What follows belongs to an exercise in optimizing a design on an open flow for small area, a short achievable clock period and few clock cycles per item; a production flow would make more cautious choices.
At most, simulation tests tie the RTL to the original design; equivalence was not proved.
The RTL of runs 1 to 4 was laid out without a check of its function.

==> design/flow/design.v <==
`timescale 1ns / 1ps
`default_nettype none
package mer_pkg;
  localparam int PIX_W     = 13;
  localparam int CFG_IDX_W = 2;
  localparam logic [CFG_IDX_W-1:0] REG_CENTER_X = 2'd0;
  localparam logic [CFG_IDX_W-1:0] REG_CENTER_Y = 2'd1;
  localparam logic [CFG_IDX_W-1:0] REG_RADIUS_X = 2'd2;
  localparam logic [CFG_IDX_W-1:0] REG_RADIUS_Y = 2'd3;
  localparam logic [1:0] LAST_BEAT = 2'd3;
  typedef enum logic [1:0] {
    PH_DONE = 2'd0,
    PH_REG1 = 2'd1,
    PH_REG2 = 2'd2
  } mer_phase_e;
  typedef enum logic [3:0] {
    ST_IDLE,
    ST_RST_A,
    ST_RST_B,
    ST_RST_C,
    ST_RST_D,
    ST_EMIT,
    ST_FIN,
    ST_ADV,
    ST_CHK,
    ST_SW_A,
    ST_SW_B,
    ST_SW_C,
    ST_SW_D,
    ST_SW_E,
    ST_SW_F
  } mer_state_e;
  typedef enum logic [3:0] {
    OP_NOP,
    OP_MUL_RXRX,
    OP_MUL_RYRY,
    OP_MUL_RX2RY,
    OP_START,
    OP_EMIT,
    OP_FIN,
    OP_ADV,
    OP_MUL_TXTX,
    OP_MUL_RY2P,
    OP_MUL_TYTY,
    OP_MUL_RX2P,
    OP_MUL_RX2RY2,
    OP_SET_DEC
  } mer_op_e;
  typedef struct packed {
    mer_op_e    op;
    logic [1:0] beat;
  } mer_cmd_t;
  typedef struct packed {
    logic       out_free;
    logic       y_zero;
    logic       slope_ge;
    mer_phase_e phase;
  } mer_sts_t;
endpackage
`default_nettype wire
`timescale 1ns / 1ps
`default_nettype none
module midpoint_ellipse_rasterizer_top #(
  parameter int RADIUS_BITS = 10,
  parameter int COORD_BITS  = 11
) (
  input  wire logic                                   clk_i,
  input  wire logic                                   rst_ni,
  input  wire logic                                   cfg_we_i,
  input  wire logic [mer_pkg::CFG_IDX_W-1:0]          cfg_idx_i,
  input  wire logic [((COORD_BITS > RADIUS_BITS) ? COORD_BITS : RADIUS_BITS)-1:0] cfg_data_i,
  input  wire logic                                   in_valid_i,
  output logic                                        in_stall_o,
  input  wire logic                                   restart_i,
  output logic                                        out_valid_o,
  input  wire logic                                   out_stall_i,
  output logic signed [mer_pkg::PIX_W-1:0]            pixel_x_o,
  output logic signed [mer_pkg::PIX_W-1:0]            pixel_y_o,
  output logic                                        last_o,
  output logic                                        finished_o
);
  localparam logic [2:0] OP_NOP   = 3'd0;
  localparam logic [2:0] OP_STEP  = 3'd1;
  localparam logic [2:0] OP_SW1   = 3'd2;
  localparam logic [2:0] OP_SW2   = 3'd3;
  localparam logic [2:0] OP_INIT1 = 3'd4;
  localparam logic [2:0] OP_INIT2 = 3'd5;
  localparam logic [1:0] E_IDLE = 2'd0;
  localparam logic [1:0] E_RS   = 2'd1;
  localparam logic [1:0] E_M1   = 2'd2;
  localparam logic [1:0] E_M2   = 2'd3;
  logic [10:0] cx_q, cy_q;
  logic [9:0]  rx_q, ry_q;
  always_ff @(posedge clk_i or negedge rst_ni) begin
    if (!rst_ni) begin
      cx_q <= 11'd200;
      cy_q <= 11'd200;
      rx_q <= 10'd150;
      ry_q <= 10'd50;
    end else if (cfg_we_i) begin
      case (cfg_idx_i)
        2'd0: cx_q <= cfg_data_i[10:0];
        2'd1: cy_q <= cfg_data_i[10:0];
        2'd2: rx_q <= cfg_data_i[9:0];
        2'd3: ry_q <= cfg_data_i[9:0];
        default: ;
      endcase
    end
  end
  logic        pend_q, pend_rs_q;      
  logic        step_q;                 
  logic        em_q;                   
  logic        em_fin_q;               
  logic [1:0]  bcnt_q;                 
  logic        none_q;                 
  logic        reg2_q;                 
  logic        out_valid_q;
  logic        pass_req_q;             
  logic        dec_valid_q;            
  logic        sw2_q, init1_q, init2_q;
  logic [1:0]  est_q;                  
  logic [3:0]  mcnt_q;
  logic [2:0]  opa_q;                  
  logic [1:0]  ka_q;                   
  logic        kb1, kb2;               
  logic [10:0] zq;                     
  logic        step_b, sw1_b, sw2_b, i1_b, act_b, kb0, kb3;  
  logic [9:0]  x_q, y_q;
  logic [32:0] sx_q, sy_q;             
  logic [43:0] d_q;                    
  logic [19:0] rx2_q, ry2_q;
  logic [10:0] sxn_p, syn_p;           
  logic        csx_q, csy_q;           
  logic        c1_q, c2_q, cp_q;       
  logic        cmp_q;
  logic [1:0]  pvx_q, pvy_q;           
  logic        da_q, db_q;             
  logic        ca_q, cb_q;             
  logic [12:0] pix_x_q, pix_y_q;
  logic        last_q, fin_q;
  logic out_free, em_final, load, commit, take, accept, none_next;
  assign out_free  = !out_valid_q || !out_stall_i;
  assign em_final  = em_fin_q || (bcnt_q == 2'd3);
  assign load      = em_q && out_free && (!em_final || em_fin_q || dec_valid_q);
  assign commit    = load && em_final;
  assign take      = pend_q && (!step_q || commit);
  assign accept    = in_valid_i && !pend_q;
  assign none_next = none_q || (commit && !em_fin_q && (y_q == 10'd0));
  logic        free_a, eng_idle;
  logic [10:0] two_ry2_a, two_rx2_a, sxn_a, syn_a;
  logic        csx_a, csy_a;
  assign free_a   = (opa_q == OP_NOP) || (ka_q == 2'd3);
  assign eng_idle = (opa_q == OP_NOP) && !act_b && !sw2_q;
  always_comb begin
    case (ka_q)
      2'd0:    begin two_ry2_a = {ry2_q[9:0], 1'b0};  two_rx2_a = {rx2_q[9:0], 1'b0};  end
      2'd1:    begin two_ry2_a = {1'b0, ry2_q[19:10]}; two_rx2_a = {1'b0, rx2_q[19:10]}; end
      default: begin two_ry2_a = 11'd0;               two_rx2_a = 11'd0;               end
    endcase
  end
  logic [12:0] sxa_w, sya_w;
  assign sxa_w = {1'b0, sx_q[10:0], 1'b1} + {1'b0, two_ry2_a, (ka_q != 2'd0) && csx_q};
  assign sya_w = {1'b0, sy_q[10:0], 1'b1} + {1'b0, ~two_rx2_a, (ka_q == 2'd0) || csy_q};
  assign csx_a = sxa_w[12];
  assign csy_a = sya_w[12];
  assign sxn_a = {sxa_w[11] && (ka_q != 2'd2), sxa_w[10:1]};
  assign syn_a = {sya_w[11] && (ka_q != 2'd2), sya_w[10:1]};
  logic        two_cin;
  logic [10:0] sxo, syo, sxnew, synew;
  logic [1:0]  pvx, pvy;
  logic [19:0] rsel;
  logic [10:0] two_rx2_b, ry2_b, z_n;
  logic [10:0] opx, opy, opz, dop;
  logic [10:0] s1, m1, c1v, s2, m2, c2v, dsum;
  logic [12:0] cpa_w;
  logic        dco;
  assign two_cin = sw1_b || sw2_b;
  assign sxo   = kb3 ? 11'd0 : sx_q[32:22];
  assign syo   = kb3 ? 11'd0 : sy_q[32:22];
  assign sxnew = kb3 ? 11'd0 : (step_b && da_q) ? sxn_p : i1_b ? 11'd0 : sxo;
  assign synew = kb3 ? 11'd0 : (step_b && db_q) ? syn_p : syo;
  assign pvx   = kb0 ? 2'b00 : pvx_q;
  assign pvy   = kb0 ? 2'b00 : pvy_q;
  assign rsel = reg2_q ? rx2_q : ry2_q;
  always_comb begin
    z_n = 11'd0;
    case (opa_q)
      OP_STEP, OP_INIT1: begin
        if (ka_q == 2'd0) z_n = {rsel[8:0], 2'b00};
        if (ka_q == 2'd1) z_n = rsel[19:9];
      end
      OP_SW1, OP_INIT2: begin
        if (ka_q == 2'd0) z_n = rx2_q[10:0];
        if (ka_q == 2'd1) z_n = {2'b00, rx2_q[19:11]};
      end
      OP_SW2: begin
        z_n = 11'h7ff;
        if (ka_q == 2'd0) z_n = ~{ry2_q[9:0], 1'b0};
        if (ka_q == 2'd1) z_n = ~{1'b0, ry2_q[19:10]};
      end
      default: ;
    endcase
  end
  assign two_rx2_b = kb0 ? {rx2_q[9:0], 1'b0} : kb1 ? {1'b0, rx2_q[19:10]} : 11'd0;
  assign ry2_b     = kb0 ? ry2_q[10:0] : kb1 ? {2'b00, ry2_q[19:11]} : 11'd0;
  always_comb begin
    if (step_b) begin
      opx = (da_q ? {sxnew[8:0], pvx} : 11'd0) | {8'd0, kb0 && db_q, 2'b00};
      opy = db_q ? (~{synew[8:0], pvy} & {9'h1ff, !kb0, !kb0}) : 11'd0;
      opz = zq;
    end else if (sw1_b) begin
      opx = ~{sxnew[9:0], pvx[1]};
      opy = ~{synew[9:0], pvy[1]};
      opz = zq;
    end else if (sw2_b) begin
      opx = two_rx2_b;
      opy = ~ry2_b;
      opz = zq;
    end else begin
      opx = 11'd0;
      opy = 11'd0;
      opz = zq;
    end
  end
  assign dop   = i1_b ? 11'd0 : d_q[10:0];
  assign s1    = dop ^ opx ^ opy;
  assign m1    = (dop & opx) | (dop & opy) | (opx & opy);
  assign c1v   = {m1[9:0], kb0 ? two_cin : c1_q};
  assign s2    = s1 ^ c1v ^ opz;
  assign m2    = (s1 & c1v) | (s1 & opz) | (c1v & opz);
  assign c2v   = {m2[9:0], !kb0 && c2_q};
  assign cpa_w = {1'b0, s2, 1'b1} + {1'b0, c2v, kb0 ? sw1_b : cp_q};
  assign dsum  = cpa_w[11:1];
  assign dco   = cpa_w[12];
  logic [12:0] cmp_w;
  logic        sw_now;
  assign cmp_w  = {1'b0, sxnew, 1'b1} + {1'b0, ~synew, kb0 || cmp_q};
  assign sw_now = step_b && kb2 && cmp_w[12] && !reg2_q;
  logic reg2_n;
  logic [2:0] opa_n;
  logic       issue_sw1, issue_sw2, issue_i1, issue_i2, issue_step;
  always_comb begin
    issue_sw1  = 1'b0;
    issue_sw2  = 1'b0;
    issue_i1   = 1'b0;
    issue_i2   = 1'b0;
    issue_step = 1'b0;
    opa_n      = OP_NOP;
    if (free_a) begin
      if (sw_now)          begin issue_sw1  = 1'b1; opa_n = OP_SW1;   end
      else if (sw2_q)      begin issue_sw2  = 1'b1; opa_n = OP_SW2;   end
      else if (init1_q)    begin issue_i1   = 1'b1; opa_n = OP_INIT1; end
      else if (init2_q)    begin issue_i2   = 1'b1; opa_n = OP_INIT2; end
      else if (pass_req_q) begin issue_step = 1'b1; opa_n = OP_STEP;  end
    end else begin
      opa_n = opa_q;
    end
  end
  assign reg2_n = reg2_q || issue_sw1;
  always_ff @(posedge clk_i or negedge rst_ni) begin
    if (!rst_ni) begin
      pend_q      <= 1'b0;
      pend_rs_q   <= 1'b0;
      step_q      <= 1'b0;
      em_q        <= 1'b0;
      em_fin_q    <= 1'b0;
      bcnt_q      <= 2'd0;
      none_q      <= 1'b1;
      reg2_q      <= 1'b0;
      out_valid_q <= 1'b0;
      pass_req_q  <= 1'b0;
      dec_valid_q <= 1'b0;
      sw2_q       <= 1'b0;
      init1_q     <= 1'b0;
      init2_q     <= 1'b0;
      est_q       <= E_IDLE;
      mcnt_q      <= 4'd0;
      opa_q       <= OP_NOP;
      step_b      <= 1'b0;
      sw1_b       <= 1'b0;
      sw2_b       <= 1'b0;
      i1_b        <= 1'b0;
      act_b       <= 1'b0;
      kb0         <= 1'b0;
      kb3         <= 1'b0;
      ka_q        <= 2'd0;
      kb1         <= 1'b0;
      kb2         <= 1'b0;
    end else begin
      out_valid_q <= load || (out_valid_q && out_stall_i);
      none_q      <= none_next;
      reg2_q      <= reg2_n;
      opa_q       <= opa_n;
      ka_q        <= free_a ? 2'd0 : ka_q + 2'd1;
      step_b      <= (opa_q == OP_STEP);
      sw1_b       <= (opa_q == OP_SW1) || (opa_q == OP_INIT2);
      sw2_b       <= (opa_q == OP_SW2);
      i1_b        <= (opa_q == OP_INIT1);
      act_b       <= (opa_q != OP_NOP);
      kb1         <= (ka_q == 2'd1);
      kb2         <= (ka_q == 2'd2);
      kb0         <= (ka_q == 2'd0);
      kb3         <= (ka_q == 2'd3);
      if (accept) begin
        pend_q    <= 1'b1;
        pend_rs_q <= restart_i;
      end else if (take) begin
        pend_q    <= 1'b0;
      end
      if (load) bcnt_q <= bcnt_q + 2'd1;
      if (commit) begin
        step_q <= 1'b0;
        em_q   <= 1'b0;
      end
      if (issue_sw1) sw2_q <= 1'b1;
      if (issue_sw2) sw2_q <= 1'b0;
      if (issue_i1) init1_q <= 1'b0;
      if (issue_i2) begin
        init2_q    <= 1'b0;
        pass_req_q <= 1'b1;
      end
      if (issue_step) pass_req_q <= 1'b0;
      if (step_b && kb0) dec_valid_q <= 1'b1;
      case (est_q)
        E_RS: begin
          if (eng_idle) begin
            est_q    <= E_M1;
            mcnt_q   <= 4'd0;
            em_q     <= 1'b1;
            em_fin_q <= 1'b0;
            bcnt_q   <= 2'd0;
            none_q   <= 1'b0;
            reg2_q   <= 1'b0;
          end
        end
        E_M1: begin
          mcnt_q <= mcnt_q + 4'd1;
          if (mcnt_q == 4'd9) begin
            est_q   <= E_M2;
            mcnt_q  <= 4'd0;
            init1_q <= 1'b1;
          end
        end
        E_M2: begin
          mcnt_q <= mcnt_q + 4'd1;
          if (mcnt_q == 4'd9) begin
            est_q   <= E_IDLE;
            init2_q <= 1'b1;
          end
        end
        default: ;
      endcase
      if (take) begin
        step_q      <= 1'b1;
        bcnt_q      <= 2'd0;
        dec_valid_q <= 1'b0;
        if (pend_rs_q) begin
          est_q      <= E_RS;
          em_q       <= 1'b0;
          pass_req_q <= 1'b0;
          init1_q    <= 1'b0;
          init2_q    <= 1'b0;
        end else begin
          em_q       <= 1'b1;
          em_fin_q   <= none_next;
          pass_req_q <= !none_next;
        end
      end
    end
  end
  logic [10:0] msx, msy;
  logic [22:0] msp;
  assign msx = {1'b0, rx2_q[19:10]} + (rx2_q[0] ? {1'b0, rx_q} : 11'd0);
  assign msy = {1'b0, ry2_q[19:10]} + (ry2_q[0] ? {1'b0, ry_q} : 11'd0);
  assign msp = {1'b0, sy_q[31:10]} + (sy_q[0] ? {2'b00, rx2_q, 1'b0} : 23'd0);
  logic rot_x, wb_x, rot_y, wb_y;
  assign rot_x = (opa_q != OP_NOP) && (ka_q != 2'd3);
  assign wb_x  = act_b && !kb3;
  assign rot_y = rot_x && (opa_q != OP_INIT1);
  assign wb_y  = wb_x && !i1_b;
  logic rs_go;
  assign rs_go = (est_q == E_RS) && eng_idle;
  always_ff @(posedge clk_i) begin
    sxn_p <= sxn_a;
    syn_p <= syn_a;
    csx_q <= csx_a;
    csy_q <= csy_a;
    zq    <= z_n;
    c1_q  <= m1[10];
    c2_q  <= m2[10];
    cp_q  <= dco;
    cmp_q <= cmp_w[12];
    pvx_q <= sxnew[10:9];
    pvy_q <= synew[10:9];
    if (act_b) d_q <= {dsum, d_q[43:11]};
    if (act_b && kb3) begin
      da_q <= !reg2_n || dsum[10];
      db_q <= reg2_n || !dsum[10];
    end
    if (step_b && kb0) begin
      ca_q <= da_q;
      cb_q <= db_q;
    end
    if (rot_x) begin
      sx_q <= {sx_q[10:0], wb_x ? sxnew : sx_q[32:22], sx_q[21:11]};
    end else if (wb_x) begin
      sx_q[32:22] <= sxnew;
    end
    if (est_q == E_M2) begin
      sy_q <= {1'b0, msp, sy_q[9:1]};
    end else if (est_q == E_M1 && mcnt_q == 4'd9) begin
      sy_q <= {23'd0, ry_q};
    end else if (rot_y) begin
      sy_q <= {sy_q[10:0], wb_y ? synew : sy_q[32:22], sy_q[21:11]};
    end else if (wb_y) begin
      sy_q[32:22] <= synew;
    end
    if (rs_go) begin
      rx2_q <= {10'd0, rx_q};
      ry2_q <= {10'd0, ry_q};
      x_q   <= 10'd0;
      y_q   <= ry_q;
    end else begin
      if (est_q == E_M1) begin
        rx2_q <= {msx, rx2_q[9:1]};
        ry2_q <= {msy, ry2_q[9:1]};
      end
      if (commit && !em_fin_q) begin
        x_q <= x_q + {9'd0, ca_q};
        y_q <= y_q - {9'd0, cb_q};
      end
    end
  end
  logic        xsub, ysub;
  logic [14:0] pxw, pyw;
  assign xsub = bcnt_q[0];
  assign ysub = (bcnt_q == 2'd1) || (bcnt_q == 2'd2);
  assign pxw  = {1'b0, 2'b00, cx_q, 1'b1} + {1'b0, {13{xsub}} ^ {3'b000, x_q}, xsub};
  assign pyw  = {1'b0, 2'b00, cy_q, 1'b1} + {1'b0, {13{ysub}} ^ {3'b000, y_q}, ysub};
  always_ff @(posedge clk_i) begin
    if (load) begin
      pix_x_q <= em_fin_q ? 13'd0 : pxw[13:1];
      pix_y_q <= em_fin_q ? 13'd0 : pyw[13:1];
      last_q  <= em_final;
      fin_q   <= em_fin_q;
    end
  end
  assign in_stall_o  = pend_q;
  assign out_valid_o = out_valid_q;
  assign pixel_x_o   = pix_x_q;
  assign pixel_y_o   = pix_y_q;
  assign last_o      = last_q;
  assign finished_o  = fin_q;
endmodule
`default_nettype wire
==> design/flow/run.sh <==
#!/bin/bash
# synth_recipe.tcl (not shown) runs the flow's synth.tcl, then flattens the netlist and writes it again
# the make line also repeats each setting of config.mk as NAME=value (left out here)
make -C /OpenROAD-flow-scripts/flow DESIGN_CONFIG=/design/flow/config.mk WORK_HOME=/design/flow/orfs CLKGATE_MAP_FILE= SYNTH_SCRIPT=/design/flow/synth_recipe.tcl finish
==> design/flow/config.mk <==
export PLATFORM = sky130hd
export DESIGN_NAME = midpoint_ellipse_rasterizer_top
export DESIGN_NICKNAME = midpoint_ellipse_rasterizer_top
export VERILOG_FILES = /design/flow/design.v
export SDC_FILE = /design/flow/constraint.sdc
export NUM_CORES = 4
export LEC_CHECK = 0
export CAP_MARGIN = 20
export CORE_MARGIN = 2
export CORE_UTILIZATION = 40
export SETUP_SLACK_MARGIN = 5
export SLEW_MARGIN = 20
==> design/flow/constraint.sdc <==
create_clock -name core_clock -period 10.0 [get_ports {clk_i}]
set_input_delay 2.0000 -clock core_clock [delete_from_list [all_inputs] [get_ports {clk_i}]]
set_output_delay 2.0000 -clock core_clock [all_outputs]
set_load 0.01 [all_outputs]
==> flow_metrics.tcl, run 1 <==
set metrics [dict create \
    port-buffer-count 48 \
    cts_tree "built" \
    ant_nets 0 \
    wl_per_cell_um 20.7 \
    crit_type "reg -> reg" \
    die_x_um 224 \
    antenna_found_initial 0 \
    final_util_pct 45.2 \
    yosysSeqAreaShare_pct 43.2 \
    synth_ff_type "edfxtp_1" \
    worst_slew_pin_slew_ns 0.992 \
    dieArea_um2 50100 \
    grt_max_degree 74 \
    grt_usage_pct 22.3 \
    synth_cell_types 82 \
    cap_violations 0 \
    layout.nets 2201 \
    dr.pass1.iters 5 \
    htree_levels 2 \
    start_kind "flip-flop" \
    grt_pass1_wl_um 86600 \
    synth-async-reset-ratio_pct 23.9 \
    crit_chain "buf_4 > nand2_2 > nand2_1 > a21o_1 > a21oi_1 > o32a_1 > fa_1 > inv_1 > fa_1 > ha_1 > nor2b_1 > o21ai_1 > a21boi_1 > o41a_1 > or4_1 > nand4_1" \
    yosys_warnings 1 \
    skew_ns 0.0183 \
    area_growth_pct 11.7 \
    critPathArrivalTime_ns 5.13 \
    crit_path_top_delay_cell "or4_1" \
    grt_overflow 0 \
    num_io_pins 49 \
    viasPerCell 5.65 \
    path_max_fanout 31 \
    grt_setup_unrepaired "no" \
    min_period_ns 4.69 \
    period_share_pct 46.9 \
    postCtsSetupBuffers 0 \
    synthCells 2021 \
    row_count 80 \
    hold_violations 0 \
    finalSetupTns_ns 0 \
    diodes 0 \
    fillers 4494 \
    drt-initial-drc-count 1089 \
    die_h_um 224 \
    synth_nets 2187 \
    synth_edf_count 150 \
    synth_area_per_cell_um2 9.56 \
    place.gp.congestion 0.909 \
    slew_headroom_pct 33.6 \
    drc_errors 0 \
    cts_buffers 39 \
    cts-root-buf "clkbuf_16" \
    syn_area_um2 19300 \
    cpPeakStageDelay_ns 0.49 \
    dpl.hpwl_um 42100 \
    grt_pass1_vias 14800 \
    clock.fmax_ghz 0.213 \
    start_util_pct 40.5 \
    slew_viol_final 0 \
    dr_total_vias 15100 \
    finalSetupViolations 0 \
    hold_path.class "reg -> reg" \
    drive_above_1_share_pct 8.37 \
    status "no timing/DRC/antenna violations" \
    clock_tree.buffer_depth 3 \
    wirelength_um 55600 \
    clock_sink_count 322 \
    synth-seq-cells 322 \
    worst_ep_required_time_ns 10.44 \
    clkTransAtPathRegs_ns 0.06 \
    coreArea_um2 47700 \
    clk_latency_ns 0.58 \
    critPathCaptureType "flip-flop" \
    cp_common_cell "fa_1" \
]
## cell usage after synthesis, types with 37 or more instances
master	count	area share (%)
a21o_1	37	1.4
and2_1	44	1.4
nor2_1	187	3.6
clkbuf_1	59	1.1
inv_1	87	1.7
xor2_1	51	2.3
edfxtp_1	150	23
nand2_1	231	4.5
ha_1	119	7.7
xnor2_1	45	2.0
mux2_2	55	3.2
dfrtp_1	63	8.2
dfxtp_1	95	9.8
o21ai_0	119	3.1
a21oi_1	146	3.8
## worst max-delay path: cells and delay by family, from the launching register on
family	cells	cell delay, ns
and+or+nand+nor	5	1.32
adders and majority gates	3	1.30
AOI/OAI and AO/OA	6	1.22
buffers and inverters	2	0.36
DFF	1	0.32
## worst paths after layout
kind / cells past startpoint / slack (ns) / end / from
max: 16 / 5.31 / d_q[42] / step_b
min: 0 / 0.41 / sx_q[3] / sx_q[14]
max reg2reg: 16 / 5.31 / d_q[42] / step_b
min reg2reg: 0 / 0.41 / sx_q[3] / sx_q[14]
max in group asynchronous: 2 / 7.60 / act_b / rst_ni
min in group asynchronous: 1 / 1.21 / cx_q[2] / rst_ni
## cell type report
class                   count  area [um2]  area share (%)
clock buffers              59        1110            5.15
clock inverters            13         136           0.632
inverters                  90         338            1.57
multi-input cells        1519       10300            47.6
flip-flops and latches    322        8350            38.7
well taps                 615         769            3.57
repair buffers             63         591            2.74
## registers in the layout (all words and copies together), names as in the netlist, 11 cells and up
signal   cells
ry2_q       20
cy_q        11
syn_p       11
rx2_q       20
d_q         44
cx_q        11
pix_x_q     13
zq          11
sx_q        33
pix_y_q     13
sy_q        33
sxn_p       11
## layer usage
layer | GRT usage, % | part of all wire [%] | vias up
met2 | 35.9 | 46 | 428
met3 | 2.49 | 4.8 | 104
li1 | - | - | 7277
met1 | 30.8 | 45 | 7336
met4 | 8.43 | 3.6 | 0
met5 | 0 | 0 | -
## cell families after synthesis
group	Yosys count	share of synthesized area (%)
and+or+nand+nor	676	16.4
xor gates and xnor gates	96	4.35
AOI/OAI and AO/OA	523	17.4
buffers and inverters	180	3.65
DFF	322	43.2
muxes	77	4.35
adders and majority gates	147	10.6
## metrics by stage
step	worst slack, ns	hold WS, ns	area [um2]	cells
finish	5.31	0.413	21600	2681
global placement	5.08	0.404	20300	2609
CTS	5.00	0.416	21600	2681
floorplan	5.75	0.400	19300	2021
global route	5.03	0.420	21600	2681
detailed placement	5.01	0.405	20300	2609
## cells in the final DEF, fill, tap and decap left out, types with 11 or more instances in the layout
master / count
nand2_1: 229
mux2i_1: 22
inv_1: 86
nand2b_1: 32
a21oi_1: 146
nor3_1: 35
xor2_1: 51
o31ai_1: 13
edfxtp_1: 150
nor2b_1: 18
o21ai_0: 119
nor2_1: 187
a22o_1: 11
a211oi_1: 19
ha_1: 119
fa_1: 28
nand3_1: 36
a21boi_0: 15
mux2_2: 55
a22oi_1: 20
a21o_1: 37
dfrtp_1: 62
and2_1: 43
nand4_1: 13
buf_4: 16
xnor2_1: 45
o22ai_1: 16
dfxtp_1: 95
nand3b_1: 14
clkbuf_1: 14
clkdlybuf4s50_1: 47
dfstp_2: 14
or3_1: 13
o211ai_1: 18
o21a_1: 26
clkbuf_16: 39
## repair_timing
action                                 in CTS  in global routing
endpoints found under the hold margin       0                  0
hold buffers                                0                  0
resized for setup                           0                  6
setup endpoints to repair                   0                  8
==> inputs of run 2 (changes only) <==
--- a/design/flow/design.v
+++ b/design/flow/design.v
@@ -133,7 +133,8 @@
   logic        csx_q, csy_q;           
   logic        c1_q, c2_q, cp_q;       
   logic        cmp_q;
-  logic [1:0]  pvx_q, pvy_q;           
+  logic [1:0]  pax_q, pay_q;           
+  logic [10:0] xq, yq;                 
   logic        da_q, db_q;             
   logic        ca_q, cb_q;             
   logic [12:0] pix_x_q, pix_y_q;
@@ -165,22 +166,47 @@
   assign csy_a = sya_w[12];
   assign sxn_a = {sxa_w[11] && (ka_q != 2'd2), sxa_w[10:1]};
   assign syn_a = {sya_w[11] && (ka_q != 2'd2), sya_w[10:1]};
+  logic        ka0, ka3;
+  logic [10:0] vx_a, vy_a, x_n, y_n, ry2_a;
+  logic [1:0]  pax, pay;
+  assign ka0   = (ka_q == 2'd0);
+  assign ka3   = (ka_q == 2'd3);
+  assign vx_a  = ka3 ? 11'd0 : (opa_q == OP_STEP) ? sxn_a : sx_q[10:0];
+  assign vy_a  = ka3 ? 11'd0 : (opa_q == OP_STEP) ? syn_a : sy_q[10:0];
+  assign pax   = ka0 ? 2'b00 : pax_q;
+  assign pay   = ka0 ? 2'b00 : pay_q;
+  assign ry2_a = ka0 ? ry2_q[10:0] : (ka_q == 2'd1) ? {2'b00, ry2_q[19:11]} : 11'd0;
+  always_comb begin
+    case (opa_q)
+      OP_STEP: begin
+        x_n = {vx_a[8:0], pax};
+        y_n = ~{vy_a[8:0], pay} & {9'h1ff, !ka0, !ka0};
+      end
+      OP_SW1, OP_INIT2: begin
+        x_n = ~{vx_a[9:0], pax[1]};
+        y_n = ~{vy_a[9:0], pay[1]};
+      end
+      OP_SW2: begin
+        x_n = two_rx2_a;
+        y_n = ~ry2_a;
+      end
+      default: begin
+        x_n = 11'd0;
+        y_n = 11'd0;
+      end
+    endcase
+  end
   logic        two_cin;
-  logic [10:0] sxo, syo, sxnew, synew;
-  logic [1:0]  pvx, pvy;
+  logic [10:0] sxnew, synew;
   logic [19:0] rsel;
-  logic [10:0] two_rx2_b, ry2_b, z_n;
+  logic [10:0] z_n;
   logic [10:0] opx, opy, opz, dop;
   logic [10:0] s1, m1, c1v, s2, m2, c2v, dsum;
   logic [12:0] cpa_w;
   logic        dco;
   assign two_cin = sw1_b || sw2_b;
-  assign sxo   = kb3 ? 11'd0 : sx_q[32:22];
-  assign syo   = kb3 ? 11'd0 : sy_q[32:22];
-  assign sxnew = kb3 ? 11'd0 : (step_b && da_q) ? sxn_p : i1_b ? 11'd0 : sxo;
-  assign synew = kb3 ? 11'd0 : (step_b && db_q) ? syn_p : syo;
-  assign pvx   = kb0 ? 2'b00 : pvx_q;
-  assign pvy   = kb0 ? 2'b00 : pvy_q;
+  assign sxnew = (step_b && da_q) ? sxn_p : i1_b ? 11'd0 : sx_q[32:22];
+  assign synew = (step_b && db_q) ? syn_p : sy_q[32:22];
   assign rsel = reg2_q ? rx2_q : ry2_q;
   always_comb begin
     z_n = 11'd0;
@@ -201,27 +227,9 @@
       default: ;
     endcase
   end
-  assign two_rx2_b = kb0 ? {rx2_q[9:0], 1'b0} : kb1 ? {1'b0, rx2_q[19:10]} : 11'd0;
-  assign ry2_b     = kb0 ? ry2_q[10:0] : kb1 ? {2'b00, ry2_q[19:11]} : 11'd0;
-  always_comb begin
-    if (step_b) begin
-      opx = (da_q ? {sxnew[8:0], pvx} : 11'd0) | {8'd0, kb0 && db_q, 2'b00};
-      opy = db_q ? (~{synew[8:0], pvy} & {9'h1ff, !kb0, !kb0}) : 11'd0;
-      opz = zq;
-    end else if (sw1_b) begin
-      opx = ~{sxnew[9:0], pvx[1]};
-      opy = ~{synew[9:0], pvy[1]};
-      opz = zq;
-    end else if (sw2_b) begin
-      opx = two_rx2_b;
-      opy = ~ry2_b;
-      opz = zq;
-    end else begin
-      opx = 11'd0;
-      opy = 11'd0;
-      opz = zq;
-    end
-  end
+  assign opx = ((step_b && !da_q) ? 11'd0 : xq) | {8'd0, step_b && kb0 && db_q, 2'b00};
+  assign opy = (step_b && !db_q) ? 11'd0 : yq;
+  assign opz = zq;
   assign dop   = i1_b ? 11'd0 : d_q[10:0];
   assign s1    = dop ^ opx ^ opy;
   assign m1    = (dop & opx) | (dop & opy) | (opx & opy);
@@ -390,8 +398,10 @@
     c2_q  <= m2[10];
     cp_q  <= dco;
     cmp_q <= cmp_w[12];
-    pvx_q <= sxnew[10:9];
-    pvy_q <= synew[10:9];
+    pax_q <= vx_a[10:9];
+    pay_q <= vy_a[10:9];
+    xq    <= x_n;
+    yq    <= y_n;
     if (act_b) d_q <= {dsum, d_q[43:11]};
     if (act_b && kb3) begin
       da_q <= !reg2_n || dsum[10];
==> run 2 against run 1 <==
Critical path type unchanged. Design area rose by 0.65%. Critical endpoint is now da_q. Sequential share of layout area rose by 1.7 points. Maximum frequency up 13%. Clock skew is 0.0026 ns higher.
==> flow_metrics.tcl, run 2 <==
set metrics [dict create \
    worst_slew_pin_slew_ns 1.03 \
    grt_setup_unrepaired "no" \
    drive_above_1_share_pct 9.42 \
    synth-async-reset-ratio_pct 22.2 \
    die_x_um 223 \
    layout.nets 2111 \
    synth-seq-cells 343 \
    cts_resized 0 \
    worst_ep_required_time_ns 10.32 \
    timing.rr.start "db_q" \
    final_area_um2 21700 \
    die_h_um 223 \
    hold_violations 0 \
    layout_commonest_cell "nand2_1" \
    htree_levels 2 \
    grt_max_degree 70 \
    reg2reg_depth 13 \
    place.gp.congestion 0.929 \
    synth.area.top_cells "edfxtp_1, dfxtp_1, dfrtp_1" \
    synth_ff_type "edfxtp_1" \
    synth_cell_types 77 \
    drc_errors 0 \
    dr_total_vias 14400 \
    port-buffer-count 48 \
    largest_reg_flops 44 \
    cts-root-buf "clkbuf_16" \
    crit_type "reg -> reg" \
    dr.pass1.iters 6 \
    synth_common_cells "nand2_1, edfxtp_1, o21ai_0, nor2_1, ha_1" \
    synth_area_per_cell_um2 10.0 \
    viasPerCell 5.57 \
    drt-initial-drc-count 1109 \
    start_kind "flip-flop" \
    fillers 4495 \
    row_count 80 \
    placed_cell_area_um2 20300 \
    ant_nets 0 \
    synth_nets 2088 \
    synthCells 1920 \
    dieArea_um2 49900 \
    startpoint "db_q" \
    area_growth_pct 12.8 \
    critPathCaptureType "flip-flop" \
    dpl.hpwl_um 40100 \
    wl_per_cell_um 20.7 \
    cap_violations 0 \
    cts_tree "built" \
    wirelength_um 53700 \
    most-common-layout-cells "nand2_1, edfxtp_1, nor2_1, o21ai_0, ha_1" \
    start_util_pct 40.4 \
    postCtsSetupBuffers 0 \
    finalSetupTns_ns 0 \
    whs_ns 0.413 \
    crit_chain "nand2b_1 > and2_1 > fa_1 > fa_1 > ha_1 > a21oi_1 > nor2b_1 > a41oi_2 > a21oi_1 > a211o_1 > o31ai_2 > xnor2_1 > or2_1" \
    path_max_fanout 11 \
    diodes 0 \
    clock.fmax_ghz 0.242 \
    synth_most_common_cell "nand2_1" \
    num_io_pins 49 \
    synth.largest_area_cell "edfxtp_1" \
    antenna_found_initial 1 \
    cts_buffers 40 \
    cpPeakStageDelay_ns 0.55 \
    grt_usage_pct 21.5 \
    hold_buffers 0 \
    clock_tree.buffer_depth 3 \
    period_share_pct 41.3 \
    worstHoldStart "d_q[33]" \
    clk_latency_ns 0.58 \
    syn_area_um2 19200 \
    synth_edf_count 150 \
    critPathArrivalTime_ns 4.46 \
    finalSetupViolations 0 \
    min_delay_path_depth 0 \
    yosysSeqAreaShare_pct 45.5 \
    skew_ns 0.0209 \
    largest_registers "d_q (44), sx_q (33), sy_q (33)" \
    grt_pass1_wl_um 82200 \
    slew_headroom_pct 31.5 \
    yosys_warnings 1 \
    crit_path_top_delay_cell "fa_1" \
    min_period_ns 4.13 \
    hold_path.class "reg -> reg" \
    yosys.area.top_type_share_pct 23.4 \
    clock_sink_count 343 \
    regMostFlops "d_q" \
    slew_viol_final 0 \
    status "no timing/DRC/antenna violations" \
    coreArea_um2 47600 \
    grt_pass1_vias 14000 \
    grt_overflow 0 \
    clkTransAtPathRegs_ns 0.06 \
]
## run 2: cell types whose count changed after synthesis, sizes merged, moves of 20 or more
cell,delta
nor2,-61
nand2,+36
nor2b,+24
xor2,+20
mux2i,+20
inv,-35
a21oi,-35
dfxtp,+22
## run 2: final cells by class
type	count	area (um2)	share of cell area [%]
multi-input cells	1440	9960	45.9
flip-flops and latches	343	8770	40.4
clock buffers	54	1150	5.28
well taps	615	769	3.54
repair buffers	65	606	2.79
clock inverters	20	267	1.23
inverters	53	199	0.916
## run 2: critical path: cells and delay by family (launching register included)
family | cells | cell delay, ns
flip-flops | 1 | 0.44
AND/OR/NAND/NOR | 4 | 0.87
AO/OA/AOI/OAI | 5 | 1.08
adder cells (fa/ha/maj) | 3 | 1.33
XOR/XNOR | 1 | 0.16
## run 2: path summary, 6_finish.rpt
kind / to / slack [ns]
hold / removal: d_q[22] / 0.41
setup reg to reg: da_q / 5.87
setup / recovery: da_q / 5.87
max in group asynchronous: cx_q[1] / 7.61
min in group asynchronous: act_b / 1.25
hold reg to reg: d_q[22] / 0.41
## run 2: logic make-up (layout without fill, tap and decap cells)
logic type      after synthesis  count (layout)  share of synthesized area [%]
xor+xnor                    113             113                           5.14
buf+inv                     137             192                           2.76
mux                         108             108                           6.07
flops                       343             343                           45.5
simple gates                638             638                           15.5
fa+ha+maj                   149             149                           10.8
compound gates              432             432                           14.2
## run 2: stage by stage
| stage | cells | utilization [%] | worst slack, ns |
|---|---|---|---|
| 3_3_place_gp | 2516 | 42.6 | 5.89 |
| 2_1_floorplan | 1920 | - | 6.24 |
| 4_1_cts | 2590 | 45.6 | 5.90 |
| 3_5_place_dp | 2516 | 42.6 | 5.81 |
| 5_1_grt | 2590 | 45.6 | 5.62 |
| 6_report | 2590 | 45.6 | 5.87 |
## run 2: layer usage
layer  vias to the layer above  share of wire (%)  wire length, um  GRT usage [%]
met5                         -              0.015                8              0
met2                       398                 46            24500           34.1
met3                        95                5.5             2970           3.32
li1                       6860                  -                -              -
met4                         2                3.2             1740           8.09
met1                      7082                 46            24500           29.8
==> inputs of run 3 (changes only) <==
==> design/flow/flow/run.sh (new file) <==
#!/bin/bash
set -euo pipefail
bash standard.sh SETUP_SLACK_MARGIN=6.3 finish > standard_flow.log 2>&1
==> design/flow/standard.sh (new file) <==
#!/bin/bash
# synth_recipe.tcl (not shown) runs the flow's synth.tcl, then flattens the netlist and writes it again
# the make line also repeats each setting of config.mk as NAME=value (left out here)
make -C /OpenROAD-flow-scripts/flow DESIGN_CONFIG=/design/flow/config.mk WORK_HOME=/design/flow/orfs CLKGATE_MAP_FILE= SYNTH_SCRIPT=/design/flow/synth_recipe.tcl "${@:-finish}"
removed: design/flow/run.sh
==> run 3 against run 2 <==
Still clean on timing, DRC and antenna. Sequential share of layout area shrank 0.44 points. Synthesized cell count is the same. Design area grew 1.2%. Setup slack gained 0.46 ns. Clock-buffer cell count grew 2.
==> flow_metrics.tcl, run 3 <==
set metrics [dict create \
    largest_reg_flops 44 \
    coreArea_um2 47600 \
    reg2reg_depth 12 \
    synthCells 1920 \
    place.gp.congestion 0.939 \
    dpl.hpwl_um 40000 \
    ant_nets 0 \
    clk_latency_ns 0.57 \
    num_io_pins 49 \
    synth_most_common_cell "nand2_1" \
    cts_tree "built" \
    cts-root-buf "clkbuf_16" \
    synth_nets 2088 \
    yosys.area.top_type_share_pct 23.4 \
    finalSetupViolations 0 \
    final_cells 2605 \
    worst_slew_pin_slew_ns 1.02 \
    grt_pass1_vias 14200 \
    drc_errors 0 \
    yosysSeqAreaShare_pct 45.5 \
    start_util_pct 40.4 \
    dieArea_um2 49900 \
    regMostFlops "d_q" \
    area_growth_pct 14.2 \
    htree_levels 2 \
    hold_violations 0 \
    grt_overflow 0 \
    dr.pass1.iters 10 \
    dr_total_vias 14600 \
    synth.largest_area_cell "edfxtp_1" \
    grt_usage_pct 21.7 \
    critPathCaptureType "flip-flop" \
    finalSetupTns_ns 0 \
    worst_ep_required_time_ns 10.31 \
    grt_pass1_wl_um 83300 \
    wl_per_cell_um 21.1 \
    syn_area_um2 19200 \
    layout.nets 2127 \
    synth-async-reset-ratio_pct 22.2 \
    viasPerCell 5.59 \
    min_period_ns 3.67 \
    synth_cell_types 77 \
    clock_sink_count 343 \
    skew_ns 0.0185 \
    synth_common_cells "nand2_1, edfxtp_1, o21ai_0, nor2_1, ha_1" \
    slew_viol_final 0 \
    diodes 0 \
    grt_max_degree 48 \
    dp.cells 2513 \
    clock.fmax_ghz 0.272 \
    die_h_um 223 \
    synth.area.top_cells "edfxtp_1, dfxtp_1, dfrtp_1" \
    crit_type "reg -> reg" \
    die_x_um 223 \
    port-buffer-count 48 \
    hold_buffers 0 \
    layout_commonest_cell "nand2_1" \
    clock_tree.buffer_depth 3 \
    cap_violations 0 \
    synth_area_per_cell_um2 10.0 \
    antenna_found_initial 0 \
    synth_ff_type "edfxtp_1" \
    cts_buffers 39 \
    period_share_pct 36.7 \
    row_count 80 \
    status "no timing/DRC/antenna violations" \
    grt_setup_unrepaired "yes" \
    slew_headroom_pct 31.9 \
    start_kind "flip-flop" \
    wirelength_um 54900 \
    yosys_warnings 1 \
    synth-seq-cells 343 \
    min_delay_path_depth 0 \
    hold_path.class "reg -> reg" \
    drive_above_1_share_pct 12.2 \
    whs_ns 0.419 \
    largest_registers "d_q (44), sx_q (33), sy_q (33)" \
    clkTransAtPathRegs_ns 0.06 \
    critPathArrivalTime_ns 3.98 \
    synth_edf_count 150 \
    path_max_fanout 13 \
    drt-initial-drc-count 1273 \
    most-common-layout-cells "nand2_1, edfxtp_1, nor2_1, o21ai_0, dfxtp_1" \
]
run 3: cell counts after synthesis:
No cell type changed its count.
run 3: critical path, stage by stage (launching register included):
cell and delay (ns):
dfrtp_4 0.57, nand2b_1 0.20, fa_1 0.48, inv_1 0.05, fa_1 0.52, ha_4 0.23, nor2b_1 0.14, a41oi_2 0.22
a21oi_2 0.09, a211o_1 0.31, o31ai_4 0.23, xnor2_2 0.13, or2_1 0.24
run 3: kinds of logic (layout without fill, tap and decap cells):
logic type	after synthesis	after routing	synth area share [%]
buf+inv	137	206	2.76
mux	108	108	6.07
xor+xnor	113	113	5.14
fa+ha+maj	149	149	10.8
simple gates	638	639	15.5
flops	343	343	45.5
compound gates	432	432	14.2
run 3: area by class of cell:
cell class                 instances  area [um2]
multi-input combinational       1441       10100
inverter                          53         199
clock inverter                    16         144
clock buffer                      56        1170
sequential                       343        8780
timing repair buffer              81         768
tap                              615         769
fill                            4464       25700
run 3: per-stage QoR:
| step | utilization (%) | instance area [um2] | setup WS, ns |
|---|---|---|---|
| after floorplan | - | 19300 | 6.27 |
| after global placement | 42.6 | 20300 | 5.95 |
| after detailed placement | 42.6 | 20300 | 5.84 |
| after CTS | 45.5 | 21700 | 6.19 |
| after global routing | 46.1 | 22000 | 6.16 |
| final | 46.1 | 22000 | 6.33 |
run 3: final timing paths:
path | from | slack [ns] | endpoint
worst max-delay path | i1_b | 6.33 | da_q
worst min-delay path | d_q[38] | 0.42 | d_q[27]
worst max register to register | i1_b | 6.33 | da_q
worst min register to register | d_q[38] | 0.42 | d_q[27]
max in group asynchronous | rst_ni | 7.60 | i1_b
min in group asynchronous | rst_ni | 1.35 | cx_q[5]
run 3: timing repair:
action                                  CTS  global route
buffers inserted                          2            16
cloned                                    0             2
resized for setup                        19            35
endpoints found under the setup margin   43            22
pin swaps                                 1            11
run 3: layer usage:
layer,part of all wire (%),GRT usage [%]
met1,45,30.2
met2,45,34.1
met3,6.1,3.62
met4,3.3,7.83
met5,0,0
==> inputs of run 4 (changes only) <==
==> design/flow/flow/run.sh (replaced) <==
#!/bin/bash
set -euo pipefail
bash standard.sh SETUP_SLACK_MARGIN=6.6 finish > standard_flow.log 2>&1
==> run 4 against run 3 <==
Critical path depth up 1. First-iteration DRC count down 6.7%. Design area up 2.2%. Non-clock buffer count up 35. Sequential share of layout area down 0.84 points. Routed wire length up 0.65%. Setup slack better by 0.022 ns. Die area unchanged.
==> flow_metrics.tcl, run 4 <==
set metrics [dict create \
    status "no timing/DRC/antenna violations" \
    hold_violations 0 \
    area_growth_pct 16.6 \
    grt_overflow 0 \
    met2_length_um 24900 \
    synth_nets 2088 \
    clock.fmax_ghz 0.274 \
    layout.nets 2162 \
    ant_nets 0 \
    grt_setup_unrepaired "yes" \
    coreArea_um2 47600 \
    layout_commonest_cell "nand2_1" \
    worstHoldStart "d_q[14]" \
    place.gp.congestion 0.920 \
    clk_latency_ns 0.57 \
    highest_layer "met4" \
    crit_type "reg -> reg" \
    port-buffer-count 48 \
    final_util_pct 47.1 \
    worst_ep_required_time_ns 10.31 \
    dr_total_vias 14700 \
    cts_tree "built" \
    synth_most_common_cell "nand2_1" \
    start_util_pct 40.4 \
    synth_edf_count 150 \
    critPathArrivalTime_ns 3.96 \
    drt-initial-drc-count 1188 \
    synth_ff_type "edfxtp_1" \
    hold_path.class "reg -> reg" \
    min_period_ns 3.65 \
    num_io_pins 49 \
    cap_violations 0 \
    worst_slew_pin_slew_ns 0.970 \
    synth-seq-cells 343 \
    clock_tree.buffer_depth 3 \
    row_count 80 \
    synth.area.top_cells "edfxtp_1, dfxtp_1, dfrtp_1" \
    viasPerCell 5.56 \
    grt_pass1_vias 14500 \
    timing.rr.start "db_q" \
    clkTransAtPathRegs_ns 0.06 \
    slew_headroom_pct 35.2 \
    r2r-end "d_q[42]" \
    regMostFlops "d_q" \
    wl_met1_um 24600 \
    clock_sink_count 343 \
    most-common-layout-cells "nand2_1, edfxtp_1, nor2_1" \
    path_max_fanout 7 \
    die_x_um 223 \
    fillers 4422 \
    reg2reg_depth 13 \
    wl_per_cell_um 20.9 \
    cts-root-buf "clkbuf_16" \
    yosysSeqAreaShare_pct 45.5 \
    wirelength_um 55200 \
    grt_usage_pct 22.1 \
    die_h_um 223 \
    htree_levels 2 \
    finalSetupViolations 0 \
    largest_registers "d_q (44), sx_q (33), sy_q (33)" \
    min_delay_path_depth 0 \
    whs_ns 0.416 \
    synth_cell_types 77 \
    period_share_pct 36.5 \
    drc_errors 0 \
    reg2reg_slack_ns 6.35 \
    seqCellArea_um2 8780 \
    cts_buffers 39 \
    largest_reg_flops 44 \
    yosys_warnings 1 \
    synth-async-reset-ratio_pct 22.2 \
    grt_max_degree 48 \
    multi_input_area_um2 10300 \
    skew_ns 0.0262 \
    synth.largest_area_cell "edfxtp_1" \
    slew_viol_final 0 \
    grt_pass1_wl_um 84800 \
    syn_area_um2 19200 \
    synth_area_per_cell_um2 10.0 \
    wl_met3_um 3520 \
    finalSetupTns_ns 0 \
    hold_buffers 0 \
    drive_above_1_share_pct 15.1 \
    synth_common_cells "nand2_1, edfxtp_1, o21ai_0, nor2_1, ha_1" \
    critPathCaptureType "flip-flop" \
    dr.pass1.iters 6 \
    placed_cell_area_um2 20300 \
    min_to "d_q[3]" \
    final_area_um2 22400 \
    yosys.area.top_type_share_pct 23.4 \
    synthCells 1920 \
    antenna_found_initial 2 \
    dieArea_um2 49900 \
    diodes 0 \
    start_kind "flip-flop" \
    dpl.hpwl_um 39800 \
]
[run 4: worst max-delay path, stage by stage, from the launching register on]
cell,delay [ns]
edfxtp_1,0.39
nand2b_4,0.19
and2_4,0.17
fa_2,0.57
fa_2,0.47
fa_2,0.40
a21o_1,0.18
a21oi_2,0.16
nor2b_1,0.06
o21a_1,0.18
o211a_1,0.23
o21ai_2,0.17
nor2b_2,0.17
xnor2_1,0.07
[run 4: per-layer routing]
metal / vias up / global-route usage (%)
met2: 454 / 34.7
li1: 6977 / -
met5: - / 0
met4: 0 / 9.29
met3: 118 / 4.04
met1: 7128 / 30.1
[run 4: cell type report]
type	instances	share of cell area (%)
Multi-Input combinational cell	1441	46.0
Sequential cell	343	39.1
Clock buffer	53	5.18
Timing Repair Buffer	116	4.69
Tap cell	615	3.43
Inverter	53	0.948
Clock inverter	19	0.663
[run 4: repair_timing]
item / 4_1_cts / 5_1_grt
cloned: 4 / 0
endpoints found under the setup margin: 127 / 95
pin swaps: 8 / 17
gates resized for setup: 79 / 39
setup buffers: 22 / 29
[run 4: how the worst max path moves through the flow]
stage | from | to | slack, ns | depth (start not counted)
6_report | db_q | d_q[42] | 6.35 | 13
3_5_place_dp | out_stall_i | pix_y_q[1] | 5.88 | 4
3_3_place_gp | out_stall_i | bcnt_q[1] | 5.94 | 6
5_1_grt | da_q | d_q[42] | 6.21 | 13
4_1_cts | da_q | d_q[42] | 6.34 | 13
2_1_floorplan | db_q | d_q[42] | 6.36 | 14
[run 4: cell families after synthesis]
kind of cell / after synthesis / share of synthesized area [%]
AO/OA/AOI/OAI: 432 / 14.2
flip-flops: 343 / 45.5
adder cells (fa/ha/maj): 149 / 10.8
XOR/XNOR: 113 / 5.14
AND/OR/NAND/NOR: 638 / 15.5
buffers and inverters: 137 / 2.76
multiplexers: 108 / 6.07
[run 4: metrics by stage]
stage                     cells  setup WS (ns)
after global placement     2513           5.94
after floorplan            1920           6.36
after global routing       2640           6.21
final                      2640           6.35
after CTS                  2611           6.34
after detailed placement   2513           5.88
==> inputs of run 5 (changes only) <==
--- a/design/flow/design.v
+++ b/design/flow/design.v
@@ -121,9 +121,7 @@
   logic [1:0]  est_q;                  
   logic [3:0]  mcnt_q;
   logic [2:0]  opa_q;                  
-  logic [1:0]  ka_q;                   
-  logic        kb1, kb2;               
-  logic [10:0] zq;                     
+  logic [1:0]  ka_q, kb_q;             
   logic        step_b, sw1_b, sw2_b, i1_b, act_b, kb0, kb3;  
   logic [9:0]  x_q, y_q;
   logic [32:0] sx_q, sy_q;             
@@ -133,8 +131,7 @@
   logic        csx_q, csy_q;           
   logic        c1_q, c2_q, cp_q;       
   logic        cmp_q;
-  logic [1:0]  pax_q, pay_q;           
-  logic [10:0] xq, yq;                 
+  logic [1:0]  pvx_q, pvy_q;           
   logic        da_q, db_q;             
   logic        ca_q, cb_q;             
   logic [12:0] pix_x_q, pix_y_q;
@@ -166,70 +163,67 @@
   assign csy_a = sya_w[12];
   assign sxn_a = {sxa_w[11] && (ka_q != 2'd2), sxa_w[10:1]};
   assign syn_a = {sya_w[11] && (ka_q != 2'd2), sya_w[10:1]};
-  logic        ka0, ka3;
-  logic [10:0] vx_a, vy_a, x_n, y_n, ry2_a;
-  logic [1:0]  pax, pay;
-  assign ka0   = (ka_q == 2'd0);
-  assign ka3   = (ka_q == 2'd3);
-  assign vx_a  = ka3 ? 11'd0 : (opa_q == OP_STEP) ? sxn_a : sx_q[10:0];
-  assign vy_a  = ka3 ? 11'd0 : (opa_q == OP_STEP) ? syn_a : sy_q[10:0];
-  assign pax   = ka0 ? 2'b00 : pax_q;
-  assign pay   = ka0 ? 2'b00 : pay_q;
-  assign ry2_a = ka0 ? ry2_q[10:0] : (ka_q == 2'd1) ? {2'b00, ry2_q[19:11]} : 11'd0;
-  always_comb begin
-    case (opa_q)
-      OP_STEP: begin
-        x_n = {vx_a[8:0], pax};
-        y_n = ~{vy_a[8:0], pay} & {9'h1ff, !ka0, !ka0};
-      end
-      OP_SW1, OP_INIT2: begin
-        x_n = ~{vx_a[9:0], pax[1]};
-        y_n = ~{vy_a[9:0], pay[1]};
-      end
-      OP_SW2: begin
-        x_n = two_rx2_a;
-        y_n = ~ry2_a;
-      end
-      default: begin
-        x_n = 11'd0;
-        y_n = 11'd0;
-      end
-    endcase
-  end
   logic        two_cin;
-  logic [10:0] sxnew, synew;
+  logic [10:0] sxo, syo, sxnew, synew;
+  logic [1:0]  pvx, pvy;
   logic [19:0] rsel;
-  logic [10:0] z_n;
+  logic [10:0] r4_b, rx2_b, two_rx2_b, ry2_b, two_ry2_b;
   logic [10:0] opx, opy, opz, dop;
   logic [10:0] s1, m1, c1v, s2, m2, c2v, dsum;
   logic [12:0] cpa_w;
   logic        dco;
   assign two_cin = sw1_b || sw2_b;
-  assign sxnew = (step_b && da_q) ? sxn_p : i1_b ? 11'd0 : sx_q[32:22];
-  assign synew = (step_b && db_q) ? syn_p : sy_q[32:22];
+  assign sxo   = kb3 ? 11'd0 : sx_q[32:22];
+  assign syo   = kb3 ? 11'd0 : sy_q[32:22];
+  assign sxnew = kb3 ? 11'd0 : (step_b && da_q) ? sxn_p : i1_b ? 11'd0 : sxo;
+  assign synew = kb3 ? 11'd0 : (step_b && db_q) ? syn_p : syo;
+  assign pvx   = kb0 ? 2'b00 : pvx_q;
+  assign pvy   = kb0 ? 2'b00 : pvy_q;
   assign rsel = reg2_q ? rx2_q : ry2_q;
   always_comb begin
-    z_n = 11'd0;
-    case (opa_q)
-      OP_STEP, OP_INIT1: begin
-        if (ka_q == 2'd0) z_n = {rsel[8:0], 2'b00};
-        if (ka_q == 2'd1) z_n = rsel[19:9];
-      end
-      OP_SW1, OP_INIT2: begin
-        if (ka_q == 2'd0) z_n = rx2_q[10:0];
-        if (ka_q == 2'd1) z_n = {2'b00, rx2_q[19:11]};
+    case (kb_q)
+      2'd0: begin
+        r4_b      = {rsel[8:0], 2'b00};
+        rx2_b     = rx2_q[10:0];
+        two_rx2_b = {rx2_q[9:0], 1'b0};
+        ry2_b     = ry2_q[10:0];
+        two_ry2_b = {ry2_q[9:0], 1'b0};
+      end
+      2'd1: begin
+        r4_b      = rsel[19:9];
+        rx2_b     = {2'b00, rx2_q[19:11]};
+        two_rx2_b = {1'b0, rx2_q[19:10]};
+        ry2_b     = {2'b00, ry2_q[19:11]};
+        two_ry2_b = {1'b0, ry2_q[19:10]};
       end
-      OP_SW2: begin
-        z_n = 11'h7ff;
-        if (ka_q == 2'd0) z_n = ~{ry2_q[9:0], 1'b0};
-        if (ka_q == 2'd1) z_n = ~{1'b0, ry2_q[19:10]};
+      default: begin
+        r4_b      = 11'd0;
+        rx2_b     = 11'd0;
+        two_rx2_b = 11'd0;
+        ry2_b     = 11'd0;
+        two_ry2_b = 11'd0;
       end
-      default: ;
     endcase
   end
-  assign opx = ((step_b && !da_q) ? 11'd0 : xq) | {8'd0, step_b && kb0 && db_q, 2'b00};
-  assign opy = (step_b && !db_q) ? 11'd0 : yq;
-  assign opz = zq;
+  always_comb begin
+    if (step_b) begin
+      opx = (da_q ? {sxnew[8:0], pvx} : 11'd0) | {8'd0, kb0 && db_q, 2'b00};
+      opy = db_q ? (~{synew[8:0], pvy} & {9'h1ff, !kb0, !kb0}) : 11'd0;
+      opz = r4_b;
+    end else if (sw1_b) begin
+      opx = ~{sxnew[9:0], pvx[1]};
+      opy = ~{synew[9:0], pvy[1]};
+      opz = rx2_b;
+    end else if (sw2_b) begin
+      opx = two_rx2_b;
+      opy = ~ry2_b;
+      opz = ~two_ry2_b;
+    end else begin
+      opx = 11'd0;
+      opy = 11'd0;
+      opz = r4_b;
+    end
+  end
   assign dop   = i1_b ? 11'd0 : d_q[10:0];
   assign s1    = dop ^ opx ^ opy;
   assign m1    = (dop & opx) | (dop & opy) | (opx & opy);
@@ -243,7 +237,7 @@
   logic [12:0] cmp_w;
   logic        sw_now;
   assign cmp_w  = {1'b0, sxnew, 1'b1} + {1'b0, ~synew, kb0 || cmp_q};
-  assign sw_now = step_b && kb2 && cmp_w[12] && !reg2_q;
+  assign sw_now = step_b && (kb_q == 2'd2) && cmp_w[12] && !reg2_q;
   logic reg2_n;
   logic [2:0] opa_n;
   logic       issue_sw1, issue_sw2, issue_i1, issue_i2, issue_step;
@@ -292,8 +286,7 @@
       kb0         <= 1'b0;
       kb3         <= 1'b0;
       ka_q        <= 2'd0;
-      kb1         <= 1'b0;
-      kb2         <= 1'b0;
+      kb_q        <= 2'd0;
     end else begin
       out_valid_q <= load || (out_valid_q && out_stall_i);
       none_q      <= none_next;
@@ -305,8 +298,7 @@
       sw2_b       <= (opa_q == OP_SW2);
       i1_b        <= (opa_q == OP_INIT1);
       act_b       <= (opa_q != OP_NOP);
-      kb1         <= (ka_q == 2'd1);
-      kb2         <= (ka_q == 2'd2);
+      kb_q        <= ka_q;
       kb0         <= (ka_q == 2'd0);
       kb3         <= (ka_q == 2'd3);
       if (accept) begin
@@ -393,15 +385,12 @@
     syn_p <= syn_a;
     csx_q <= csx_a;
     csy_q <= csy_a;
-    zq    <= z_n;
     c1_q  <= m1[10];
     c2_q  <= m2[10];
     cp_q  <= dco;
     cmp_q <= cmp_w[12];
-    pax_q <= vx_a[10:9];
-    pay_q <= vy_a[10:9];
-    xq    <= x_n;
-    yq    <= y_n;
+    pvx_q <= sxnew[10:9];
+    pvy_q <= synew[10:9];
     if (act_b) d_q <= {dsum, d_q[43:11]};
     if (act_b && kb3) begin
       da_q <= !reg2_n || dsum[10];
==> design/flow/run.sh (new file) <==
#!/bin/bash
# synth_recipe.tcl (not shown) runs the flow's synth.tcl, then flattens the netlist and writes it again
# the make line also repeats each setting of config.mk as NAME=value (left out here)
make -C /OpenROAD-flow-scripts/flow DESIGN_CONFIG=/design/flow/config.mk WORK_HOME=/design/flow/orfs CLKGATE_MAP_FILE= SYNTH_SCRIPT=/design/flow/synth_recipe.tcl finish
removed: design/flow/flow/run.sh
removed: design/flow/standard.sh
==> run 5 against run 4 <==
Highest routed layer unchanged. Critical path depth grew 4.
==> flow_metrics.tcl, run 5 <==
set metrics [dict create \
    htree_levels 2 \
    hold_path.class "reg -> reg" \
    start_util_pct 40.7 \
    finalSetupTns_ns 0 \
    drive_above_1_share_pct 8.32 \
    die_h_um 219 \
    viasPerCell 5.56 \
    final_cells 2548 \
    clock_sink_count 311 \
    hold_violations 0 \
    port-buffer-count 48 \
    dr_total_vias 14200 \
    post-place-ws_ns 5.17 \
    largest_registers "d_q (44), sx_q (33), sy_q (33)" \
    synth_area_per_cell_um2 9.73 \
    drt-initial-drc-count 1112 \
    critPathArrivalTime_ns 5.09 \
    die_x_um 219 \
    synth_common_cells "nand2_1, nor2_1, edfxtp_1, a21oi_1, ha_1" \
    coreArea_um2 45500 \
    timing.rr.start "step_b" \
    dr.pass1.iters 5 \
    finalSetupViolations 0 \
    antenna_found_initial 0 \
    cts_resized 0 \
    clock.fmax_ghz 0.208 \
    synth_edf_count 150 \
    postCtsSetupBuffers 0 \
    status "no timing/DRC/antenna violations" \
    period_share_pct 48.0 \
    critPathCaptureType "flip-flop" \
    fin_ws_ns 5.20 \
    yosysSeqAreaShare_pct 44.0 \
    skew_ns 0.0300 \
    worst_slew_pin_slew_ns 1.04 \
    num_io_pins 49 \
    row_count 78 \
    regMostFlops "d_q" \
    final_area_um2 20700 \
    wl_per_cell_um 20.5 \
    syn_area_um2 18500 \
    wirelength_um 52400 \
    synth-async-reset-ratio_pct 24.8 \
    cap_violations 0 \
    dpl.hpwl_um 39200 \
    dp.cells 2481 \
    clock_tree.buffer_depth 3 \
    synthCells 1901 \
    grt_pass1_vias 13700 \
    ant_nets 0 \
    grt_usage_pct 22.1 \
    grt_use_met1_pct 31.3 \
    place.gp.congestion 0.945 \
    grt_pass1_wl_um 81000 \
    cts_tree "built" \
    clkTransAtPathRegs_ns 0.06 \
    drc_errors 0 \
    start_kind "flip-flop" \
    grtUsageMet2_pct 35.6 \
    grt_overflow 0 \
    most-common-layout-cells "nand2_1, nor2_1, edfxtp_1" \
    area_growth_pct 12.0 \
    layout_commonest_cell "nand2_1" \
    path_max_fanout 17 \
    dieArea_um2 48000 \
    worstHoldStart "d_q[27]" \
    synth_nets 2067 \
    synth_cell_types 78 \
    startpoint "step_b" \
    worst_ep_required_time_ns 10.29 \
    yosys_warnings 1 \
    synth.area.top_cells "edfxtp_1, dfxtp_1, dfrtp_1" \
    grt_setup_unrepaired "no" \
    synth_ff_type "edfxtp_1" \
    hold_buffers 0 \
    yosys.area.top_type_share_pct 24.4 \
    layout.nets 2086 \
    min_period_ns 4.80 \
    clk_latency_ns 0.57 \
    placed_cell_area_um2 19500 \
    synth_most_common_cell "nand2_1" \
    synth-seq-cells 311 \
    use_met3_pct 2.74 \
    synth.largest_area_cell "edfxtp_1" \
    slew_viol_final 0 \
    diodes 0 \
    crit_type "reg -> reg" \
    cts_buffers 37 \
    grt_max_degree 70 \
    grt-busiest-layer "met2" \
    largest_reg_flops 44 \
    slew_headroom_pct 30.4 \
    cts-root-buf "clkbuf_16" \
]
-- run 5: changes by cell type after synthesis, sizes merged, moves of 9 or more --
cell	change
nand2b	-14
and3	+11
inv	+15
nor2b	-18
mux2	-12
a22o	+14
a211oi	+13
a211o	-9
nor2	+63
and2	-14
dfxtp	-33
a21oi	+29
xor2	-11
nand2	-60
-- run 5: kinds of logic after synthesis --
family                     synth area share (%)
AOI/OAI and AO/OA                          15.7
xor gates and xnor gates                   5.16
DFF                                        44.0
adders and majority gates                  11.1
muxes                                      5.45
and+or+nand+nor                            15.6
buffers and inverters                      3.09
-- run 5: layout make-up --
cell class | instances | area (um2)
clock buffer | 52 | 1010
clock inverter | 15 | 155
multi-input combinational | 1439 | 9810
fill | 4369 | 24800
timing repair buffer | 63 | 591
sequential | 311 | 8130
tap | 600 | 751
inverter | 68 | 255
-- run 5: per-layer routing --
metal,up-vias,part of all wire (%)
met1,6972,46
li1,6812,-
met3,69,4.8
met2,312,47
met4,0,2.0
met5,-,0
-- run 5: metrics by stage --
stage                     utilization, %  hold WS, ns
final                               45.5        0.414
after global routing                45.5        0.421
after CTS                           45.5        0.416
after detailed placement            42.9        0.405
after global placement              42.9        0.401
after floorplan                        -        0.400
-- run 5: critical path: stages, from the launching register on --
cell and delay (ns):
dfrtp_1 0.48, buf_4 0.29, and2_2 0.34, mux2i_1 0.29
nor2_1 0.09, a21oi_1 0.20, a32oi_1 0.10, fa_1 0.51
inv_1 0.06, fa_1 0.47, ha_1 0.37, a21o_1 0.20
a21oi_1 0.24, o21bai_1 0.12, nand3_1 0.12, a21oi_1 0.07
a2111oi_0 0.49, xnor2_1 0.11
-- run 5: worst paths after layout --
check,to,slack (ns),depth (start not counted)
worst max-delay path,d_q[42],5.20,17
worst min-delay path,d_q[16],0.41,0
worst max register to register,d_q[42],5.20,17
worst min register to register,d_q[16],0.41,0
max in group asynchronous,act_b,7.55,2
min in group asynchronous,cy_q[10],1.27,1
Testbench counts of run 5, summed over its fixed seeds: cycles 64,740, beats 62,804.

port drivers added, routing unchanged:
In the flow no input, the clock included, has a driving cell. The finished layouts below were timed again as built, in two steps.
Step 1, drivers: a clkbuf_16 drives clk_i and a buf_2 each remaining input, both assumed.
Step 2 also shifts input and output timing later by t, the mid clock arrival at the registers, as if the neighbouring blocks saw the same clock.
Three values: ideal ports, drivers, drivers and shift; two values: the first two.
run | t, ns | slack for setup (ns) | worst setup path at the end | clock arrival spread, ns | pins driven straight from the clock port
run 1 | 0.630 | 5.309 / 5.309 / 5.309 | register to register | 0.020 / 0.020 | 1
run 2 | 0.623 | 5.866 / 5.866 / 5.866 | register to register | 0.021 / 0.021 | 1
run 3 | 0.621 | 6.329 / 6.329 / 6.008 | input to register | 0.022 / 0.022 | 1
run 4 | 0.617 | 6.352 / 6.352 / 6.237 | input to register | 0.026 / 0.026 | 1
run 5 | 0.603 | 5.202 / 5.202 / 5.202 | register to register | 0.031 / 0.031 | 1
After both steps setup and hold are still met in every run listed. The setup slack of run 3, which loses most, moves by 0.000 ns with the drivers and by -0.321 ns with both steps.
